This design comes from an exercise in tuning for small area, a short achievable clock period and few clock cycles per item on the open sky130 flow, not from production work.
The RTL was checked by simulation tests, not by an equivalence proof against the original design.

--- config.mk ---
export PLATFORM = sky130hd
export DESIGN_NAME = scheduled_led_soft_ramp_dimmer_core
export DESIGN_NICKNAME = scheduled_led_soft_ramp_dimmer_core
export VERILOG_FILES = /design/flow/design.v
export SDC_FILE = /design/flow/constraint.sdc
export NUM_CORES = 4
export LEC_CHECK = 0
export CAP_MARGIN = 20
export CORE_MARGIN = 2
export CORE_UTILIZATION = 40
export SLEW_MARGIN = 20
--- constraint.sdc ---
create_clock -name core_clock -period 10.0 [get_ports {clk_i}]
set_input_delay 2.0000 -clock core_clock [delete_from_list [all_inputs] [get_ports {clk_i}]]
set_output_delay 2.0000 -clock core_clock [all_outputs]
set_load 0.01 [all_outputs]
--- design.v ---
`default_nettype none
package sld_pkg;
  localparam int ChanCount   = 3;
  localparam int OutChannels = 3;
  localparam int MaskW       = 3;
  localparam int ChanIdxW    = (ChanCount > 1) ? $clog2(ChanCount) : 1;
  localparam int DutyW    = 10;
  localparam int PeriodW  = 11;
  localparam int SecondW  = 17;
  localparam int HourW    = 5;
  localparam int MinuteW  = 6;
  localparam int SecW     = 6;
  localparam int CfgIdxW  = 3;
  localparam int CfgDataW = 17;
  localparam int DivW     = DutyW + 1;
  localparam int DivSteps = DivW;
  localparam int DivCntW  = $clog2(DivSteps);
  localparam logic [DivW-1:0]    PeriodOffset  = 11'd430;
  localparam logic [PeriodW-1:0] PeriodBias    = 11'd10;
  localparam logic [PeriodW-1:0] StartPeriod   = 11'd9;
  localparam logic [SecondW-1:0] SecsPerHour   = 17'd3600;
  localparam logic [SecondW-1:0] SecsPerMinute = 17'd60;
  localparam logic [DutyW-1:0]   DivisorReset  = 10'd10;
  localparam logic [DutyW-1:0]   StepReset     = 10'd10;
  localparam logic FuncTime   = 1'b0;
  localparam logic FuncExpiry = 1'b1;
  typedef enum logic [CfgIdxW-1:0] {
    CFG_TARGET_CH1   = 3'd0,
    CFG_TARGET_CH2   = 3'd1,
    CFG_TARGET_CH3   = 3'd2,
    CFG_WIN_START    = 3'd3,
    CFG_WIN_STOP     = 3'd4,
    CFG_SMOOTH       = 3'd5,
    CFG_DIVISOR      = 3'd6,
    CFG_RAMP_STEP    = 3'd7
  } cfg_idx_e;
  typedef struct packed {
    logic               func;
    logic [HourW-1:0]   time_hour;
    logic [MinuteW-1:0] time_minute;
    logic [SecW-1:0]    time_second;
    logic [MaskW-1:0]   expired_mask;
  } sld_in_t;
  typedef struct packed {
    logic [DutyW-1:0]   duty_ch1;
    logic [DutyW-1:0]   duty_ch2;
    logic [DutyW-1:0]   duty_ch3;
    logic [PeriodW-1:0] period_ch1;
    logic [PeriodW-1:0] period_ch2;
    logic [PeriodW-1:0] period_ch3;
    logic               ramp_timer_on;
    logic               pwm_on;
    logic               window_active;
  } sld_out_t;
  typedef struct packed {
    logic load;
    logic apply;
    logic div_start;
    logic div_step;
    logic div_last;
    logic emit;
  } sld_cmd_t;
  typedef struct packed {
    logic pend_any;
    logic out_free;
  } sld_stat_t;
endpackage
`default_nettype wire
`default_nettype none
import sld_pkg::*;
module sld_ctrl (
  input  logic      clk_i,
  input  logic      rst_ni,
  input  logic      in_valid_i,
  output logic      in_ready_o,
  input  sld_pkg::sld_stat_t stat_i,
  output sld_pkg::sld_cmd_t  cmd_o
);
  typedef enum logic [4:0] {
    ST_IDLE  = 5'b00001,
    ST_APPLY = 5'b00010,
    ST_SEL   = 5'b00100,
    ST_DIV   = 5'b01000,
    ST_EMIT  = 5'b10000
  } state_e;
  state_e               state_q, state_d;
  logic [DivCntW-1:0]   cnt_q, cnt_d;
  always_comb begin
    state_d    = state_q;
    cnt_d      = cnt_q;
    cmd_o      = '0;
    in_ready_o = 1'b0;
    unique case (state_q)
      ST_IDLE: begin
        in_ready_o = 1'b1;
        if (in_valid_i) begin
          cmd_o.load = 1'b1;
          state_d    = ST_APPLY;
        end
      end
      ST_APPLY: begin
        cmd_o.apply = 1'b1;
        state_d     = ST_SEL;
      end
      ST_SEL: begin
        if (stat_i.pend_any) begin
          cmd_o.div_start = 1'b1;
          cnt_d           = '0;
          state_d         = ST_DIV;
        end else begin
          state_d = ST_EMIT;
        end
      end
      ST_DIV: begin
        cmd_o.div_step = 1'b1;
        if (cnt_q == DivCntW'(DivSteps - 1)) begin
          cmd_o.div_last = 1'b1;
          state_d        = ST_SEL;
        end else begin
          cnt_d = cnt_q + DivCntW'(1);
        end
      end
      ST_EMIT: begin
        if (stat_i.out_free) begin
          cmd_o.emit = 1'b1;
          state_d    = ST_IDLE;
        end
      end
      default: begin
        state_d = ST_IDLE;
      end
    endcase
  end
  always_ff @(posedge clk_i or negedge rst_ni) begin
    if (!rst_ni) begin
      state_q <= ST_IDLE;
      cnt_q   <= '0;
    end else begin
      state_q <= state_d;
      cnt_q   <= cnt_d;
    end
  end
endmodule
`default_nettype wire
`default_nettype none
import sld_pkg::*;
module sld_datapath (
  input  logic                clk_i,
  input  logic                rst_ni,
  input  logic                cfg_we_i,
  input  logic [CfgIdxW-1:0]  cfg_idx_i,
  input  logic [CfgDataW-1:0] cfg_wdata_i,
  input  sld_pkg::sld_in_t             in_data_i,
  input  sld_pkg::sld_cmd_t            cmd_i,
  output sld_pkg::sld_stat_t           stat_o,
  input  logic                out_ready_i,
  output logic                out_valid_o,
  output sld_pkg::sld_out_t            out_data_o
);
  logic [OutChannels-1:0][DutyW-1:0]   tgt_q;
  logic [OutChannels-1:0][DutyW-1:0]   tgt_d;
  logic [SecondW-1:0] win_start_q, win_start_d;
  logic [SecondW-1:0] win_stop_q, win_stop_d;
  logic               smooth_q, smooth_d;
  logic [DutyW-1:0]   divisor_q, divisor_d;
  logic [DutyW-1:0]   step_q, step_d;
  logic               powered_q, powered_d;
  logic [ChanCount-1:0][DutyW-1:0]   cur_q;
  logic [ChanCount-1:0][DutyW-1:0]   cur_d;
  logic [ChanCount-1:0][DutyW-1:0]   dst_q;
  logic [ChanCount-1:0][DutyW-1:0]   dst_d;
  logic [ChanCount-1:0][PeriodW-1:0] per_q;
  logic [ChanCount-1:0][PeriodW-1:0] per_d;
  logic [ChanCount-1:0][DutyW-1:0]   app_q;
  logic [ChanCount-1:0][DutyW-1:0]   app_d;
  logic [ChanCount-1:0] done_q, done_d;
  logic [ChanCount-1:0] pend_q, pend_d;
  logic               run_q, run_d;
  logic               oen_q, oen_d;
  sld_pkg::sld_in_t            itm_q, itm_d;
  logic [ChanIdxW-1:0] ch_q, ch_d;
  logic [DutyW-1:0]   rem_q, rem_d;
  logic [DivW-1:0]    quo_q, quo_d;
  logic               out_valid_q, out_valid_d;
  sld_pkg::sld_out_t           out_data_q, out_data_d;
  logic [SecondW-1:0] now_sec;
  logic               in_window;
  logic [ChanIdxW-1:0] sel_ch;
  logic [DutyW-1:0]   divisor_eff;
  logic [DivW-1:0]    trial, trial_diff;
  logic               trial_ge;
  logic [DutyW-1:0]   step_rem;
  logic [DivW-1:0]    step_quo;
  logic [ChanCount-1:0][DutyW-1:0]   tgt_ch;
  logic [OutChannels-1:0][DutyW-1:0]   duty_v;
  logic [OutChannels-1:0][PeriodW-1:0] per_v;
  assign now_sec = SecondW'(itm_q.time_hour) * SecsPerHour
                 + SecondW'(itm_q.time_minute) * SecsPerMinute
                 + SecondW'(itm_q.time_second);
  assign in_window = (now_sec >= win_start_q) && (now_sec < win_stop_q);
  always_comb begin
    for (int i = 0; i < ChanCount; i++) begin
      tgt_ch[i] = (i < OutChannels) ? tgt_q[i] : '0;
    end
  end
  always_comb begin
    sel_ch = '0;
    for (int i = ChanCount - 1; i >= 0; i--) begin
      if (pend_q[i]) begin
        sel_ch = ChanIdxW'(i);
      end
    end
  end
  assign divisor_eff = (divisor_q == '0) ? DutyW'(1) : divisor_q;
  assign trial       = {rem_q, quo_q[DivW-1]};
  assign trial_ge    = trial >= {1'b0, divisor_eff};
  assign trial_diff  = trial - {1'b0, divisor_eff};
  assign step_rem    = trial_ge ? trial_diff[DutyW-1:0] : trial[DutyW-1:0];
  assign step_quo    = {quo_q[DivW-2:0], trial_ge};
  always_comb begin
    for (int j = 0; j < OutChannels; j++) begin
      if (j < ChanCount) begin
        duty_v[j] = oen_q ? app_q[j] : '0;
        per_v[j]  = per_q[j];
      end else begin
        duty_v[j] = '0;
        per_v[j]  = '0;
      end
    end
  end
  always_comb begin
    logic [DutyW:0] c;
    logic [DutyW:0] d;
    logic [DutyW:0] st;
    logic           all_fin;
    tgt_d       = tgt_q;
    win_start_d = win_start_q;
    win_stop_d  = win_stop_q;
    smooth_d    = smooth_q;
    divisor_d   = divisor_q;
    step_d      = step_q;
    powered_d   = powered_q;
    cur_d       = cur_q;
    dst_d       = dst_q;
    per_d       = per_q;
    app_d       = app_q;
    done_d      = done_q;
    pend_d      = pend_q;
    run_d       = run_q;
    oen_d       = oen_q;
    itm_d       = itm_q;
    ch_d        = ch_q;
    rem_d       = rem_q;
    quo_d       = quo_q;
    out_valid_d = out_valid_q;
    out_data_d  = out_data_q;
    st          = {1'b0, step_q};
    c           = '0;
    d           = '0;
    all_fin     = 1'b1;
    if (cfg_we_i) begin
      unique case (cfg_idx_i)
        CFG_TARGET_CH1: tgt_d[0]    = cfg_wdata_i[DutyW-1:0];
        CFG_TARGET_CH2: tgt_d[1]    = cfg_wdata_i[DutyW-1:0];
        CFG_TARGET_CH3: tgt_d[2]    = cfg_wdata_i[DutyW-1:0];
        CFG_WIN_START:  win_start_d = cfg_wdata_i[SecondW-1:0];
        CFG_WIN_STOP:   win_stop_d  = cfg_wdata_i[SecondW-1:0];
        CFG_SMOOTH:     smooth_d    = cfg_wdata_i[0];
        CFG_DIVISOR:    divisor_d   = cfg_wdata_i[DutyW-1:0];
        CFG_RAMP_STEP:  step_d      = cfg_wdata_i[DutyW-1:0];
        default: ;
      endcase
    end
    if (cmd_i.load) begin
      itm_d  = in_data_i;
      pend_d = '0;
    end
    if (cmd_i.apply) begin
      if (itm_q.func == FuncTime) begin
        if (in_window && !powered_q) begin
          powered_d = 1'b1;
          if (smooth_q) begin
            for (int i = 0; i < ChanCount; i++) begin
              cur_d[i]  = '0;
              per_d[i]  = StartPeriod;
              done_d[i] = 1'b0;
              dst_d[i]  = tgt_ch[i];
            end
            run_d = 1'b1;
          end else begin
            run_d = 1'b0;
            for (int i = 0; i < ChanCount; i++) begin
              app_d[i] = tgt_ch[i];
            end
            oen_d = 1'b1;
          end
        end else if (!in_window && powered_q) begin
          powered_d = 1'b0;
          if (smooth_q) begin
            for (int i = 0; i < ChanCount; i++) begin
              if (cur_q[i] == dst_q[i]) begin
                cur_d[i] = tgt_ch[i];
              end
              dst_d[i]  = '0;
              done_d[i] = 1'b1;
            end
            run_d = 1'b1;
          end else begin
            run_d = 1'b0;
            oen_d = 1'b0;
            for (int i = 0; i < ChanCount; i++) begin
              app_d[i] = '0;
            end
          end
        end
      end else if (run_q) begin
        for (int i = 0; i < ChanCount; i++) begin
          if (i < MaskW && itm_q.expired_mask[i]) begin
            c = {1'b0, cur_q[i]};
            d = {1'b0, dst_q[i]};
            if (powered_q) begin
              if (c < d) begin
                c = ((c + st) > d) ? d : (c + st);
              end
              if (c < d) begin
                pend_d[i] = 1'b1;
              end else begin
                done_d[i] = 1'b1;
              end
            end else begin
              if (c != '0) begin
                c = (c < st) ? '0 : (c - st);
              end
              if (c > d) begin
                pend_d[i] = 1'b1;
              end else begin
                done_d[i] = 1'b0;
              end
            end
            cur_d[i] = c[DutyW-1:0];
            app_d[i] = c[DutyW-1:0];
            oen_d    = 1'b1;
          end
          if (powered_q ? !done_d[i] : done_d[i]) begin
            all_fin = 1'b0;
          end
        end
        if (all_fin) begin
          run_d = 1'b0;
          if (!powered_q) begin
            oen_d = 1'b0;
            for (int i = 0; i < ChanCount; i++) begin
              app_d[i] = '0;
            end
          end
        end
      end
    end
    if (cmd_i.div_start) begin
      ch_d         = sel_ch;
      pend_d[sel_ch] = 1'b0;
      rem_d        = '0;
      quo_d        = {1'b0, cur_q[sel_ch]} + PeriodOffset;
    end
    if (cmd_i.div_step) begin
      rem_d = step_rem;
      quo_d = step_quo;
      if (cmd_i.div_last) begin
        per_d[ch_q] = PeriodW'(step_quo) + PeriodBias;
      end
    end
    if (cmd_i.emit) begin
      out_valid_d              = 1'b1;
      out_data_d.duty_ch1      = duty_v[0];
      out_data_d.duty_ch2      = duty_v[1];
      out_data_d.duty_ch3      = duty_v[2];
      out_data_d.period_ch1    = per_v[0];
      out_data_d.period_ch2    = per_v[1];
      out_data_d.period_ch3    = per_v[2];
      out_data_d.ramp_timer_on = run_q;
      out_data_d.pwm_on        = oen_q;
      out_data_d.window_active = powered_q;
    end else if (out_ready_i) begin
      out_valid_d = 1'b0;
    end
  end
  always_ff @(posedge clk_i or negedge rst_ni) begin
    if (!rst_ni) begin
      for (int i = 0; i < OutChannels; i++) begin
        tgt_q[i] <= '0;
      end
      win_start_q <= '0;
      win_stop_q  <= '0;
      smooth_q    <= 1'b0;
      divisor_q   <= DivisorReset;
      step_q      <= StepReset;
      powered_q   <= 1'b0;
      for (int i = 0; i < ChanCount; i++) begin
        cur_q[i] <= '0;
        dst_q[i] <= '0;
        per_q[i] <= StartPeriod;
        app_q[i] <= '0;
      end
      done_q      <= '0;
      pend_q      <= '0;
      run_q       <= 1'b0;
      oen_q       <= 1'b0;
      ch_q        <= '0;
      out_valid_q <= 1'b0;
    end else begin
      tgt_q       <= tgt_d;
      win_start_q <= win_start_d;
      win_stop_q  <= win_stop_d;
      smooth_q    <= smooth_d;
      divisor_q   <= divisor_d;
      step_q      <= step_d;
      powered_q   <= powered_d;
      cur_q       <= cur_d;
      dst_q       <= dst_d;
      per_q       <= per_d;
      app_q       <= app_d;
      done_q      <= done_d;
      pend_q      <= pend_d;
      run_q       <= run_d;
      oen_q       <= oen_d;
      ch_q        <= ch_d;
      out_valid_q <= out_valid_d;
    end
  end
  always_ff @(posedge clk_i) begin
    itm_q      <= itm_d;
    rem_q      <= rem_d;
    quo_q      <= quo_d;
    out_data_q <= out_data_d;
  end
  assign stat_o.pend_any = |pend_q;
  assign stat_o.out_free = !out_valid_q || out_ready_i;
  assign out_valid_o     = out_valid_q;
  assign out_data_o      = out_data_q;
endmodule
`default_nettype wire
`default_nettype none
import sld_pkg::*;
module scheduled_led_soft_ramp_dimmer_core (
  input  logic                clk_i,
  input  logic                rst_ni,
  input  logic                cfg_we_i,
  input  logic [CfgIdxW-1:0]  cfg_idx_i,
  input  logic [CfgDataW-1:0] cfg_wdata_i,
  input  logic                in_valid_i,
  output logic                in_ready_o,
  input  logic [20:0]         in_data_i,
  output logic                out_valid_o,
  input  logic                out_ready_i,
  output logic [65:0]         out_data_o
);
  sld_pkg::sld_cmd_t  cmd;
  sld_pkg::sld_stat_t stat;
  sld_pkg::sld_in_t   in_data;
  sld_pkg::sld_out_t  out_data;
  assign in_data    = in_data_i;
  assign out_data_o = out_data;
  sld_ctrl u_ctrl (
    .clk_i      (clk_i),
    .rst_ni     (rst_ni),
    .in_valid_i (in_valid_i),
    .in_ready_o (in_ready_o),
    .stat_i     (stat),
    .cmd_o      (cmd)
  );
  sld_datapath u_datapath (
    .clk_i       (clk_i),
    .rst_ni      (rst_ni),
    .cfg_we_i    (cfg_we_i),
    .cfg_idx_i   (cfg_idx_i),
    .cfg_wdata_i (cfg_wdata_i),
    .in_data_i   (in_data),
    .cmd_i       (cmd),
    .stat_o      (stat),
    .out_ready_i (out_ready_i),
    .out_valid_o (out_valid_o),
    .out_data_o  (out_data)
  );
endmodule
`default_nettype wire
--- run.sh ---
#!/bin/bash
# synth_recipe.tcl (not shown) runs the flow's synth.tcl, then flattens the netlist and writes it again
# the make line also repeats each setting of config.mk as NAME=value (left out here)
make -C /OpenROAD-flow-scripts/flow DESIGN_CONFIG=/design/flow/config.mk WORK_HOME=/design/flow/orfs CLKGATE_MAP_FILE= SYNTH_SCRIPT=/design/flow/synth_recipe.tcl finish
==> notes.md <==
-- per-layer routing --
| layer | track usage, % | up-vias |
|---|---|---|
| li1 | - | 9042 |
| met1 | 32.3 | 9443 |
| met2 | 38.6 | 677 |
| met3 | 3.27 | 117 |
| met4 | 7.18 | 0 |
| met5 | 0 | - |
-- metrics by stage --
step | hold slack [ns] | util [%] | cells
after global routing | 0.465 | 46.1 | 3325
after detailed placement | 0.440 | 43.9 | 3254
final | 0.449 | 46.1 | 3327
after global placement | 0.439 | 43.9 | 3254
after CTS | 0.452 | 46.0 | 3322
after floorplan | 0.423 | - | 2442
-- cell type report --
cell class / instances / share of cell area (%)
Antenna cell: 2 / 0.0188
Sequential cell: 337 / 33.7
Timing Repair Buffer: 138 / 5.07
Clock buffer: 47 / 3.73
Multi-Input combinational cell: 1830 / 50.4
Tap cell: 765 / 3.59
Inverter: 187 / 2.63
Clock inverter: 21 / 0.850
-- flip-flops by register name (all words and copies together) (netlist names), 11 cells and up --
name,flops
u_datapath.dst_q,30
u_datapath.quo_q,11
u_datapath.win_start_q,17
u_datapath.per_q,33
u_datapath.win_stop_q,17
u_datapath.tgt_q,30
u_datapath.itm_q,21
u_datapath.out_data_q,66
u_datapath.cur_q,30
u_datapath.app_q,30
-- worst max path at each step --
stage | start | end | slack [ns] | cells after the start
after detailed placement | u_datapath.itm_q[9] | u_datapath.app_q[21] | 1.52 | 28
after CTS | u_datapath.itm_q[9] | u_datapath.app_q[29] | 1.45 | 28
after global placement | u_datapath.itm_q[9] | u_datapath.app_q[24] | 1.75 | 28
final | u_datapath.itm_q[9] | u_datapath.app_q[29] | 1.40 | 28
after floorplan | u_datapath.itm_q[9] | u_datapath.cur_q[14] | 2.53 | 30
after global routing | u_datapath.itm_q[9] | u_datapath.cur_q[20] | 0.75 | 31
-- cell families after synthesis --
logic type      after synthesis
compound gates              636
xor+xnor                     79
fa+ha+maj                   300
buf+inv                     275
flops                       337
mux                         107
simple gates                708
-- worst register-to-register path, delay by kind of cell (launching register included) --
family	cells	cell delay [ns]
and+or+nand+nor	5	1.64
DFF	1	0.44
adders and majority gates	7	3.12
AOI/OAI and AO/OA	14	3.22
buffers and inverters	2	0.10
-- cell usage after synthesis, types with 5 or more instances --
cell type and count:
sky130_fd_sc_hd__o31ai_1 16, sky130_fd_sc_hd__o21ai_0 184, sky130_fd_sc_hd__dfrtp_1 218, sky130_fd_sc_hd__xnor2_1 53, sky130_fd_sc_hd__nand3b_1 7, sky130_fd_sc_hd__a2111oi_0 6
sky130_fd_sc_hd__or3_1 9, sky130_fd_sc_hd__a221o_1 23, sky130_fd_sc_hd__o2111ai_1 5, sky130_fd_sc_hd__buf_2 9, sky130_fd_sc_hd__a22oi_1 17, sky130_fd_sc_hd__a21boi_0 5
sky130_fd_sc_hd__nand3_1 48, sky130_fd_sc_hd__xor2_1 26, sky130_fd_sc_hd__a2bb2oi_1 12, sky130_fd_sc_hd__fa_1 22, sky130_fd_sc_hd__clkbuf_1 73, sky130_fd_sc_hd__a21oi_1 127
sky130_fd_sc_hd__o21a_1 31, sky130_fd_sc_hd__inv_1 185, sky130_fd_sc_hd__nor3b_1 9, sky130_fd_sc_hd__o21bai_1 14, sky130_fd_sc_hd__a221oi_1 13, sky130_fd_sc_hd__nand2_1 239
sky130_fd_sc_hd__dfstp_2 11, sky130_fd_sc_hd__edfxtp_1 108, sky130_fd_sc_hd__mux2i_1 22, sky130_fd_sc_hd__and3_1 24, sky130_fd_sc_hd__o211ai_1 24, sky130_fd_sc_hd__a22o_1 5
sky130_fd_sc_hd__nand4_1 25, sky130_fd_sc_hd__nor3_1 55, sky130_fd_sc_hd__a211oi_1 30, sky130_fd_sc_hd__nor2b_1 39, sky130_fd_sc_hd__ha_1 278, sky130_fd_sc_hd__and2_1 38
sky130_fd_sc_hd__a31oi_1 17, sky130_fd_sc_hd__or2_2 12, sky130_fd_sc_hd__nor4_1 30, sky130_fd_sc_hd__nand2b_1 16, sky130_fd_sc_hd__mux2_2 85, sky130_fd_sc_hd__a21o_1 51
sky130_fd_sc_hd__nor2_1 142
==> flow_results.org <==
** Global routing
- Initial antenna violation count :: 5
- Entering global routing, the biggest net connects 95 pins.
- The number of global-route vias before repair is 18900.
- Overall Global Routing Usage :: about a quarter
- Global route overflow :: 0
- First-pass GRT wire length :: roughly 110000 um

** Min path
- Min-Delay Path Class :: reg -> reg
- Hold Path Sink :: u_datapath.out_data_q[16]
- The worst hold path passes through 0 cells.
- HP Start :: u_datapath.per_q[13]

** Synth
- Post-synthesis instance area :: between 20000 and 25000 sq um
- Commonest register cell after synthesis :: sky130_fd_sc_hd__dfrtp_1
- Synthesized Nets :: 2788
- Number of synthesized flops with an enable pin :: 108
- Proportion of synthesized area in mux cells :: just over 5%
- The top cell type by area accounts for 23.3% of the synthesized area.
- Main combinational cell family by area after synthesis :: compound AO/OA/AOI/OAI gates
- Of all cell types, the one taking the most synthesized area is sky130_fd_sc_hd__dfrtp_1.
- Async set-reset flop share out of synthesis :: approximately two thirds
- In this run, synthesis produced a sequential element count of between 300 and 400.
- Synth cell types :: 85
- The synthesized netlist devotes ~15% of its cell area to simple gates.
- Adder and majority cell fraction of the synthesized area :: between 10% and 20%
- The synthesized netlist devotes ~18% of its cell area to compound gates.
- After Yosys synthesis, XOR and XNOR cells account for just under 3% of the synthesized area.
- Synthesized netlist cell count :: 2442
- Synth Area per Inst :: approximately 9.6 sq um
- Main area contributors after synthesis :: sky130_fd_sc_hd__dfrtp_1, sky130_fd_sc_hd__ha_1, sky130_fd_sc_hd__edfxtp_1
- The share of the Yosys chip area taken by registers is a little under two fifths.
- Yosys printed 2 warnings.

** Layout
- Leading cell types in the layout, fill and taps excluded :: sky130_fd_sc_hd__ha_1, sky130_fd_sc_hd__nand2_1, sky130_fd_sc_hd__dfrtp_1
- In the final layout, the multi-input gates occupy about 13000 sq um.
- The area growth from synthesis to layout is 13.8%.
- Fill cells in the final layout number about 5400.
- In the final design database the tool counted between 2000 and 3000 nets.
- Leading cell type in the layout, fill and taps excluded :: sky130_fd_sc_hd__ha_1
- In the final layout, flip-flops and latches occupy approximately 9000 sq um.
- Proportion of layout cells with a drive suffix above 1 :: ~8.2%
- The finished cells cover about 27000 sq um.

** Setup path
- Worst flop-to-flop path startpoint :: u_datapath.itm_q[9]
- Largest stage delay on the critical path :: around 0.63 ns
- Count of cells along the worst register-to-register path :: 28
- Cell type group with the largest total delay on the critical path :: compound AO/OA/AOI/OAI gates
- STA classifies the critical path startpoint as a flop.
- Data required time of the critical path :: roughly 10 ns
- Count of buffering cells on the critical path with inverters included :: 2
- By instance count, the cell type seen most on the critical path is sky130_fd_sc_hd__fa_1.
- By startpoint and endpoint, the worst setup path is classified as reg -> reg.
- Along the worst path, the maximum fanout reaches 13.
- Critical register-to-register path endpoint :: u_datapath.app_q[29]
- Slowest cell on crit path :: sky130_fd_sc_hd__and2_1
- In this run the register-to-register setup slack is between 1 and 1.5 ns.
- Signal arrival time at the worst endpoint :: around 9.1 ns
- STA classifies the critical path endpoint as a flop.

** Route
- Initial DRC count :: around 1800
- Initial DRT Pass Iterations :: 6
- Total wire length after detailed routing :: 72000 um
- Total met2 wirelength after detailed routing :: ~33000 um
- Routed wire per std cell :: between 20 and 25 um
- Summing over every cut layer, the via total after detailed routing is approximately 19000.
- The detailed router put a total of 32100 um of wire on met1.
- The count of nets left with antenna violations once routing finished came out at 0.
- Using the TritonRoute via totals, the vias-per-cell ratio works out to 5.79.
- For this run, design rule violations remaining after detail routing come to 0.
- The detailed router used layers up to and including met4.
- Amount of wire on met3 after detailed routing :: roughly 4800 um

** Placement
- Summing all placed instances gives a cell area of 25400 sq um.
- HPWL after detailed placement :: between 50000 and 60000 um
- The count of buffers added on input and output ports is around 110.
- Routability Congestion :: between 0.9 and 1
- Timing analysis after detailed placement gives a worst setup slack of roughly 1.5 ns.

** STA
- For this run, the top clock speed supported by timing is approximately 120 MHz.
- Smallest setup slack after layout :: around 1.4 ns
- In this run the tightest slew margin relative to its limit is around 28%.
- Total Neg Setup Slack :: 0 ns
- Final Hold Fails :: 0
- Worst-Margin Slew :: 1.07 ns
- Count of final max-slew check failures :: 0
- Dividing the final minimum period by the clock period gives 86.0%.
- The smallest clock period supported by the final layout is computed as 8.60 ns.
- Final setup fails :: 0
- Clock skew on the completed layout was measured at about 0.024 ns.
- Setup repair after global routing left no endpoint under its margin.

** Status
- Run status :: finished clean

** Clocking
- In this run, post-CTS hold repair placed 0 buffers.
- Master cell of the clock root buffer :: sky130_fd_sc_hd__clkbuf_16
- TritonCTS built the clock tree.
- Maximum level of the CTS H-tree :: 2
- Post-CTS timing repair inserted 0 buffers for setup.
- The longest clock path from root to sink contains 3 buffers.
- The clock net in this run drives a total of 337 sinks.
- After clock tree synthesis, the clock-pin slew on the worst setup and hold paths is approximately 0.06 ns.
- Gates resized during post-CTS repair numbered 0.
- Clock network latency to the later pin of the worst-skew pair :: 0.54 ns
- Clock tree synthesis inserted a total of 37 buffers.

** Die
- Area enclosed by the die boundary :: 60500 sq um
- Die outline width :: between 200 and 250 um
- After floorplanning, the core was divided into 88 placement rows.
- Core region area :: a little under 60000 sq um
- Initial core utilization :: 40.5%
- Pin placement for this block handled around 110 I/O pins.
- Measured along the y axis, the die boundary spans roughly 250 um.

** Flow run
- # Max-Cap Violations :: 0
Testbench counts, summed over its fixed seeds: cycles 50,616, items 3,822.

re-timing with driven ports:
Ports are ideal in the flow. The routed layout listed here was re-timed in OpenROAD. Step 1 sets driving cells, clkbuf_16 on the clock port and buf_2 on the other inputs (assumed; they add their load-dependent delay and slew). Step 2 adds t to the input delays and takes it off the output delays; t is the mean of the earliest and latest rising clock arrival at the registers after step 1. Input paths then give back, and output paths get back, about the clock's delay inside the block. Three values: no drivers, after step 1, after step 2; two values: the first two.
t, ns: 0.584
setup WS [ns]: 1.401 / 1.401 / 1.401
worst slew at a driven data input, ns: 0.06
After both steps setup and hold are still met in this run. The setup slack of this run moves by 0.000 ns with the drivers and by 0.000 ns with both steps.
